This is an optimization exercise on Yosys and OpenROAD, whose aim is small area and a short achievable clock period, not a production implementation.
Only simulation tests tie the RTL to the original design; equivalence was not proved.
Power is estimated from default activity; no workload was simulated.

==> flow/design.v (excerpt) <==
module ctrl_unit (
    input  logic               clk,
    input  logic               rst,
    input  logic [31:0]        pc,
    input  logic [31:0]        inst,
    input  logic [31:0]        imm,
    input  logic               alu_done,
    input  logic               mem_done,
    input  logic               jump_done,
    input  logic               is_jump,
    output logic               is_en,
    output logic [2:0]         imm_sel,
    output logic               alu_en,
    output logic               mem_en,
    output logic               jump_en,
    output logic [31:0]        pc_ctrl,
    output logic [31:0]        imm_ctrl,
    output logic [5-1:0] rs1_ctrl,
    output logic [5-1:0] rs2_ctrl,
    output logic [4:0]         jump_op,
    output logic [3:0]         alu_op,
    output logic               alu_use_pc,
    output logic               alu_use_imm,
    output logic               mem_we,
    output logic [2:0]         mem_bhw,
    output logic [2:0]         write_sel,
    output logic               reg_write,
    output logic [5-1:0] rd_ctrl
);
==> flow/config.mk <==
export PLATFORM = sky130hd
export DESIGN_NAME = ctrl_unit
export DESIGN_NICKNAME = ctrl_unit
export VERILOG_FILES = /design/flow/design.v
export SDC_FILE = /design/flow/constraint.sdc
export NUM_CORES = 4
export LEC_CHECK = 0
export CAP_MARGIN = 20
export CORE_MARGIN = 2
export CORE_UTILIZATION = 65
export CTS_CLUSTER_DIAMETER = 200
export CTS_CLUSTER_SIZE = 25
export SETUP_SLACK_MARGIN = 1.7
export SLEW_MARGIN = 20
==> flow/constraint.sdc <==
create_clock -name core_clock -period 5.0 [get_ports {clk}]
set_input_delay 1.0000 -clock core_clock [delete_from_list [all_inputs] [get_ports {clk}]]
set_output_delay 1.0000 -clock core_clock [all_outputs]
set_load 0.01 [all_outputs]
standard.sh (not shown) runs the stock make flow with config.mk's settings and CLKGATE_MAP_FILE= SYNTH_SCRIPT=/design/flow/synth_recipe.tcl, a recipe that flattens the netlist after the stock synthesis.
==> flow/flow/run.sh <==
#!/bin/bash
# Standard layout, with plain buf_1 cells as the port buffers (the default pick is a slow delay buffer).
set -euo pipefail
export BUFFER_PORTS_ARGS="-buffer_cell sky130_fd_sc_hd__buf_1"
bash standard.sh "BUFFER_PORTS_ARGS=$BUFFER_PORTS_ARGS" finish > standard_flow.log 2>&1
Change:
==> flow/flow/run.sh (replaced) <==
#!/bin/bash
# Standard layout (standard.sh, all steps) with two changes:
# * plain buf_1 cells as the port buffers (the default pick is a slow delay buffer);
# * the platform's don't-use list extended with slow wide OR / AOI-style cells,
#   so that mapping and repair build the decode logic from faster gates.
# Registers come out of the standard synthesis unchanged.
set -euo pipefail
export BUFFER_PORTS_ARGS="-buffer_cell sky130_fd_sc_hd__buf_1"
PLATFORM_DONT_USE="sky130_fd_sc_hd__probe_p_8 sky130_fd_sc_hd__probec_p_8 sky130_fd_sc_hd__lpflow_bleeder_1 sky130_fd_sc_hd__lpflow_clkbufkapwr_1 sky130_fd_sc_hd__lpflow_clkbufkapwr_16 sky130_fd_sc_hd__lpflow_clkbufkapwr_2 sky130_fd_sc_hd__lpflow_clkbufkapwr_4 sky130_fd_sc_hd__lpflow_clkbufkapwr_8 sky130_fd_sc_hd__lpflow_clkinvkapwr_1 sky130_fd_sc_hd__lpflow_clkinvkapwr_16 sky130_fd_sc_hd__lpflow_clkinvkapwr_2 sky130_fd_sc_hd__lpflow_clkinvkapwr_4 sky130_fd_sc_hd__lpflow_clkinvkapwr_8 sky130_fd_sc_hd__lpflow_decapkapwr_12 sky130_fd_sc_hd__lpflow_decapkapwr_3 sky130_fd_sc_hd__lpflow_decapkapwr_4 sky130_fd_sc_hd__lpflow_decapkapwr_6 sky130_fd_sc_hd__lpflow_decapkapwr_8 sky130_fd_sc_hd__lpflow_inputiso0n_1 sky130_fd_sc_hd__lpflow_inputiso0p_1 sky130_fd_sc_hd__lpflow_inputiso1n_1 sky130_fd_sc_hd__lpflow_inputiso1p_1 sky130_fd_sc_hd__lpflow_inputisolatch_1 sky130_fd_sc_hd__lpflow_isobufsrc_1 sky130_fd_sc_hd__lpflow_isobufsrc_16 sky130_fd_sc_hd__lpflow_isobufsrc_2 sky130_fd_sc_hd__lpflow_isobufsrc_4 sky130_fd_sc_hd__lpflow_isobufsrc_8 sky130_fd_sc_hd__lpflow_isobufsrckapwr_16 sky130_fd_sc_hd__lpflow_lsbuf_lh_hl_isowell_tap_1 sky130_fd_sc_hd__lpflow_lsbuf_lh_hl_isowell_tap_2 sky130_fd_sc_hd__lpflow_lsbuf_lh_hl_isowell_tap_4 sky130_fd_sc_hd__lpflow_lsbuf_lh_isowell_4 sky130_fd_sc_hd__lpflow_lsbuf_lh_isowell_tap_1 sky130_fd_sc_hd__lpflow_lsbuf_lh_isowell_tap_2 sky130_fd_sc_hd__lpflow_lsbuf_lh_isowell_tap_4"
P=sky130_fd_sc_hd__
SLOW="${P}or3_* ${P}or3b_* ${P}or4_* ${P}or4b_* ${P}or4bb_* ${P}a2111o_* ${P}o41a_* ${P}a311o_* ${P}o311a_* ${P}o2111a_* ${P}a41o_* ${P}nor4_* ${P}nor4b_* ${P}nor4bb_* ${P}a2111oi_* ${P}o41ai_* ${P}and4bb_* ${P}and4b_*"
bash standard.sh "BUFFER_PORTS_ARGS=$BUFFER_PORTS_ARGS" "DONT_USE_CELLS=$PLATFORM_DONT_USE $SLOW" finish > standard_flow.log 2>&1
ABC_AREA = 1   (was unset)
SETUP_SLACK_MARGIN = 1.9   (was 1.7)
=>
- via count rose by about 16%
- die area climbs by 4.0%
- cell count rose by 23%
- hold slack barely changes
- first-iteration DRC count shrinks by about 6%
Change:
ABC_AREA = unset   (was 1)
After rerunning: The changed run passed the timing, design-rule and antenna checks; hold slack gets better by 0.030 ns; wire length fell by 7.3%; synthesized area fell by 3.0%; clock power is about the same; final cell count fell by 17%; design area fell by 3.9%; non-clock buffer count fell by 18; fmax is about the same; core utilization hardly moves.
Change:
==> flow/flow/run.sh (replaced) <==
#!/bin/bash
# Standard layout, with plain buf_1 cells as the port buffers (the default pick is a slow delay buffer).
set -euo pipefail
export BUFFER_PORTS_ARGS="-buffer_cell sky130_fd_sc_hd__buf_1"
bash standard.sh "BUFFER_PORTS_ARGS=$BUFFER_PORTS_ARGS" finish > standard_flow.log 2>&1
SETUP_SLACK_MARGIN = 2.0   (was 1.9)
The changed run went through all stages and came out clean. Core utilization stays flat. Total power went up slightly. Cell count drops slightly. Synthesized cell count falls by a few percent. Setup slack gets worse by 0.42 ns.

---

Starting RTL as in the previous note.
==> flow/config.mk <==
export PLATFORM = sky130hd
export DESIGN_NAME = ctrl_unit
export DESIGN_NICKNAME = ctrl_unit
export VERILOG_FILES = /design/flow/design.v
export SDC_FILE = /design/flow/constraint.sdc
export NUM_CORES = 4
export LEC_CHECK = 0
export CAP_MARGIN = 5
export CORE_MARGIN = 2
export CORE_UTILIZATION = 65
export CTS_CLUSTER_DIAMETER = 200
export CTS_CLUSTER_SIZE = 25
export SETUP_SLACK_MARGIN = 1.7
export SLEW_MARGIN = 5
==> flow/constraint.sdc <==
create_clock -name core_clock -period 5.0 [get_ports {clk}]
set_input_delay 1.0000 -clock core_clock [delete_from_list [all_inputs] [get_ports {clk}]]
set_output_delay 1.0000 -clock core_clock [all_outputs]
set_load 0.01 [all_outputs]
==> flow/flow/run.sh <==
#!/bin/bash
# Standard layout (standard.sh, all steps) with two changes:
# * plain buf_1 cells as the port buffers (the default pick is a slow delay buffer);
# * the platform's don't-use list extended with slow wide OR / AOI-style cells,
#   so that mapping and repair build the decode logic from faster gates.
# Registers come out of the standard synthesis unchanged.
set -euo pipefail
export BUFFER_PORTS_ARGS="-buffer_cell sky130_fd_sc_hd__buf_1"
PLATFORM_DONT_USE="sky130_fd_sc_hd__probe_p_8 sky130_fd_sc_hd__probec_p_8 sky130_fd_sc_hd__lpflow_bleeder_1 sky130_fd_sc_hd__lpflow_clkbufkapwr_1 sky130_fd_sc_hd__lpflow_clkbufkapwr_16 sky130_fd_sc_hd__lpflow_clkbufkapwr_2 sky130_fd_sc_hd__lpflow_clkbufkapwr_4 sky130_fd_sc_hd__lpflow_clkbufkapwr_8 sky130_fd_sc_hd__lpflow_clkinvkapwr_1 sky130_fd_sc_hd__lpflow_clkinvkapwr_16 sky130_fd_sc_hd__lpflow_clkinvkapwr_2 sky130_fd_sc_hd__lpflow_clkinvkapwr_4 sky130_fd_sc_hd__lpflow_clkinvkapwr_8 sky130_fd_sc_hd__lpflow_decapkapwr_12 sky130_fd_sc_hd__lpflow_decapkapwr_3 sky130_fd_sc_hd__lpflow_decapkapwr_4 sky130_fd_sc_hd__lpflow_decapkapwr_6 sky130_fd_sc_hd__lpflow_decapkapwr_8 sky130_fd_sc_hd__lpflow_inputiso0n_1 sky130_fd_sc_hd__lpflow_inputiso0p_1 sky130_fd_sc_hd__lpflow_inputiso1n_1 sky130_fd_sc_hd__lpflow_inputiso1p_1 sky130_fd_sc_hd__lpflow_inputisolatch_1 sky130_fd_sc_hd__lpflow_isobufsrc_1 sky130_fd_sc_hd__lpflow_isobufsrc_16 sky130_fd_sc_hd__lpflow_isobufsrc_2 sky130_fd_sc_hd__lpflow_isobufsrc_4 sky130_fd_sc_hd__lpflow_isobufsrc_8 sky130_fd_sc_hd__lpflow_isobufsrckapwr_16 sky130_fd_sc_hd__lpflow_lsbuf_lh_hl_isowell_tap_1 sky130_fd_sc_hd__lpflow_lsbuf_lh_hl_isowell_tap_2 sky130_fd_sc_hd__lpflow_lsbuf_lh_hl_isowell_tap_4 sky130_fd_sc_hd__lpflow_lsbuf_lh_isowell_4 sky130_fd_sc_hd__lpflow_lsbuf_lh_isowell_tap_1 sky130_fd_sc_hd__lpflow_lsbuf_lh_isowell_tap_2 sky130_fd_sc_hd__lpflow_lsbuf_lh_isowell_tap_4"
P=sky130_fd_sc_hd__
SLOW="${P}or3_* ${P}or3b_* ${P}or4_* ${P}or4b_* ${P}or4bb_* ${P}a2111o_* ${P}o41a_* ${P}a311o_* ${P}o311a_* ${P}o2111a_* ${P}a41o_* ${P}nor4_* ${P}nor4b_* ${P}nor4bb_* ${P}a2111oi_* ${P}o41ai_* ${P}and4bb_* ${P}and4b_*"
bash standard.sh "BUFFER_PORTS_ARGS=$BUFFER_PORTS_ARGS" "DONT_USE_CELLS=$PLATFORM_DONT_USE $SLOW" finish > standard_flow.log 2>&1
The starting point ran to the end with no violations.
Rerun with:
--- a/flow/config.mk
+++ b/flow/config.mk
@@ -7,5 +7,5 @@
 export LEC_CHECK = 0
-export CAP_MARGIN = 5
+export CAP_MARGIN = 20
 export CORE_MARGIN = 2
-export CORE_UTILIZATION = 65
+export CORE_UTILIZATION = 78
 export CTS_CLUSTER_DIAMETER = 200
@@ -13,2 +13,2 @@
 export SETUP_SLACK_MARGIN = 1.7
-export SLEW_MARGIN = 5
+export SLEW_MARGIN = 20
Non-clock buffer count is higher by 3.
Critical path depth does not change.
Design area is higher by 0.47%.
Via count is higher by 15%.
Global-route usage is higher by 12 points.
Rerun with:
==> flow/flow/run.sh (replaced) <==
#!/bin/bash
# Standard layout, with plain buf_1 cells as the port buffers (the default pick is a slow delay buffer).
set -euo pipefail
export BUFFER_PORTS_ARGS="-buffer_cell sky130_fd_sc_hd__buf_1"
bash standard.sh "BUFFER_PORTS_ARGS=$BUFFER_PORTS_ARGS" finish > standard_flow.log 2>&1
--- a/flow/config.mk
+++ b/flow/config.mk
@@ -9,6 +9,6 @@
 export CORE_MARGIN = 2
-export CORE_UTILIZATION = 78
+export CORE_UTILIZATION = 65
 export CTS_CLUSTER_DIAMETER = 200
 export CTS_CLUSTER_SIZE = 25
-export SETUP_SLACK_MARGIN = 1.7
+export SETUP_SLACK_MARGIN = 1.3
 export SLEW_MARGIN = 20
The changed run finished clean. Synthesized area decreases by 1.0%. Power came out lower by 3.6%. Combinational power drops by about 10%.
Rerun with:
==> flow/flow/run.sh (replaced) <==
#!/bin/bash
# Standard layout (standard.sh, all steps) with two changes:
# * plain buf_1 cells as the port buffers (the default pick is a slow delay buffer);
# * the platform's don't-use list extended with slow wide OR / AOI-style cells,
#   so that mapping and repair build the decode logic from faster gates.
# Registers come out of the standard synthesis unchanged.
set -euo pipefail
export BUFFER_PORTS_ARGS="-buffer_cell sky130_fd_sc_hd__buf_1"
PLATFORM_DONT_USE="sky130_fd_sc_hd__probe_p_8 sky130_fd_sc_hd__probec_p_8 sky130_fd_sc_hd__lpflow_bleeder_1 sky130_fd_sc_hd__lpflow_clkbufkapwr_1 sky130_fd_sc_hd__lpflow_clkbufkapwr_16 sky130_fd_sc_hd__lpflow_clkbufkapwr_2 sky130_fd_sc_hd__lpflow_clkbufkapwr_4 sky130_fd_sc_hd__lpflow_clkbufkapwr_8 sky130_fd_sc_hd__lpflow_clkinvkapwr_1 sky130_fd_sc_hd__lpflow_clkinvkapwr_16 sky130_fd_sc_hd__lpflow_clkinvkapwr_2 sky130_fd_sc_hd__lpflow_clkinvkapwr_4 sky130_fd_sc_hd__lpflow_clkinvkapwr_8 sky130_fd_sc_hd__lpflow_decapkapwr_12 sky130_fd_sc_hd__lpflow_decapkapwr_3 sky130_fd_sc_hd__lpflow_decapkapwr_4 sky130_fd_sc_hd__lpflow_decapkapwr_6 sky130_fd_sc_hd__lpflow_decapkapwr_8 sky130_fd_sc_hd__lpflow_inputiso0n_1 sky130_fd_sc_hd__lpflow_inputiso0p_1 sky130_fd_sc_hd__lpflow_inputiso1n_1 sky130_fd_sc_hd__lpflow_inputiso1p_1 sky130_fd_sc_hd__lpflow_inputisolatch_1 sky130_fd_sc_hd__lpflow_isobufsrc_1 sky130_fd_sc_hd__lpflow_isobufsrc_16 sky130_fd_sc_hd__lpflow_isobufsrc_2 sky130_fd_sc_hd__lpflow_isobufsrc_4 sky130_fd_sc_hd__lpflow_isobufsrc_8 sky130_fd_sc_hd__lpflow_isobufsrckapwr_16 sky130_fd_sc_hd__lpflow_lsbuf_lh_hl_isowell_tap_1 sky130_fd_sc_hd__lpflow_lsbuf_lh_hl_isowell_tap_2 sky130_fd_sc_hd__lpflow_lsbuf_lh_hl_isowell_tap_4 sky130_fd_sc_hd__lpflow_lsbuf_lh_isowell_4 sky130_fd_sc_hd__lpflow_lsbuf_lh_isowell_tap_1 sky130_fd_sc_hd__lpflow_lsbuf_lh_isowell_tap_2 sky130_fd_sc_hd__lpflow_lsbuf_lh_isowell_tap_4"
P=sky130_fd_sc_hd__
SLOW="${P}or3_* ${P}or3b_* ${P}or4_* ${P}or4b_* ${P}or4bb_* ${P}a2111o_* ${P}o41a_* ${P}a311o_* ${P}o311a_* ${P}o2111a_* ${P}a41o_* ${P}nor4_* ${P}nor4b_* ${P}nor4bb_* ${P}a2111oi_* ${P}o41ai_* ${P}and4bb_* ${P}and4b_*"
bash standard.sh "BUFFER_PORTS_ARGS=$BUFFER_PORTS_ARGS" "DONT_USE_CELLS=$PLATFORM_DONT_USE $SLOW" finish > standard_flow.log 2>&1
--- a/flow/config.mk
+++ b/flow/config.mk
@@ -12,3 +12,3 @@
 export CTS_CLUSTER_SIZE = 25
-export SETUP_SLACK_MARGIN = 1.3
+export SETUP_SLACK_MARGIN = 2.1
 export SLEW_MARGIN = 20
What happened:
- via count went up by 5.3%
- routed wire length went up by 4.7%
- die area went up by 0.97%
- worst hold slack improves by 0.013 ns
- non-clock buffer count went up by 26
- sequential cell count does not change
- cell count went up by 4.4%
- setup slack improves by 0.47 ns
- register-to-register slack improves by 0.57 ns
- synthesized area went up by 1.0%
- fmax went up by 15%

---

== run 1 ==
Another version of the RTL of ctrl_unit (not shown whole).
For scale: about 210 I/O pins.
Settings: LEC_CHECK=0, CAP_MARGIN=20, CORE_MARGIN=2, CORE_UTILIZATION=40, SETUP_SLACK_MARGIN=1.0, SLEW_MARGIN=20; clock period 5.0 ns.
==> flow/flow/run.sh <==
#!/bin/bash
# Standard layout, with plain buf_1 cells as the port buffers (the default pick is a slow delay buffer).
set -euo pipefail
export BUFFER_PORTS_ARGS="-buffer_cell sky130_fd_sc_hd__buf_1"
bash standard.sh "BUFFER_PORTS_ARGS=$BUFFER_PORTS_ARGS" finish > standard_flow.log 2>&1
diff inputs: run 1 => run 2
- a change of SETUP_SLACK_MARGIN from 1.0 to 1.5
==> flow/run.sh (new file) <==
#!/bin/bash
# synth_recipe.tcl (not shown) runs the flow's synth.tcl, then flattens the netlist and writes it again
# the make line also repeats each setting of config.mk as NAME=value (left out here)
make -C /OpenROAD-flow-scripts/flow DESIGN_CONFIG=/design/flow/config.mk WORK_HOME=/design/flow/orfs CLKGATE_MAP_FILE= SYNTH_SCRIPT=/design/flow/synth_recipe.tcl finish
removed: flow/flow/run.sh
removed: flow/standard.sh
Results
Compared to run 1, run 2 shows a wider setup margin. In the tables for run 2 and run 1, core utilization reads lower with run 1. Going from run 1 to run 2, fraction of power consumed by combinational cells grows by 14 points. Looking at depth of the worst register-to-register path, run 2 sits 5 higher than run 1 does. Relative to run 1, the final cell count of run 2 is higher by 7.5%. Against run 1, power in run 2 came out worse. Buffering overhead ends up lower on run 1. Run 2 and run 1 ended up with roughly the same number of multi-input logic gates. Diff run 2..run 1 | max-slew violation total from the final report | unchanged. Reported clock group power across run 2 and run 1: no real change.

[what the ideal ports hide]
How much do the figures lean on ideal ports? The routed layouts below were timed once more, with nothing changed but the port constraints.
Step 1, drivers: a clkbuf_16 drives clk and a buf_2 each remaining input, both assumed.
Step 2, shift: input delay + t, output delay - t, t = (earliest + latest rising clock arrival at the registers) / 2. This alone moves slack from input paths to output paths.
a / b / c = no drivers / after step 1 / after step 2; a / b = the first two.
run	shift t [ns]	slack for setup (ns)	pins driven straight from the clock port
the first run of note 1	0.490	1.364 / 1.326 / 1.295	1
the second run of note 1	0.493	1.772 / 1.734 / 1.441	1
the third run of note 1	0.501	1.772 / 1.726 / 1.592	1
the fourth run of note 1	0.506	1.355 / 1.328 / 1.328	1
the first run of note 2	0.499	1.694 / 1.664 / 1.537	1
the second run of note 2	0.520	1.729 / 1.689 / 1.389	1
the third run of note 2	0.500	1.299 / 1.253 / 1.253	1
the fourth run of note 2	0.508	1.769 / 1.734 / 1.681	1
run 1	0.473	1.054 / 1.033 / 0.975	1
run 2	0.482	1.183 / 1.162 / 1.114	1
After both steps setup and hold are still met in every run listed. For the second run of note 2, which loses most, drivers alone change the setup slack by -0.040 ns; drivers and shift together by -0.340 ns.
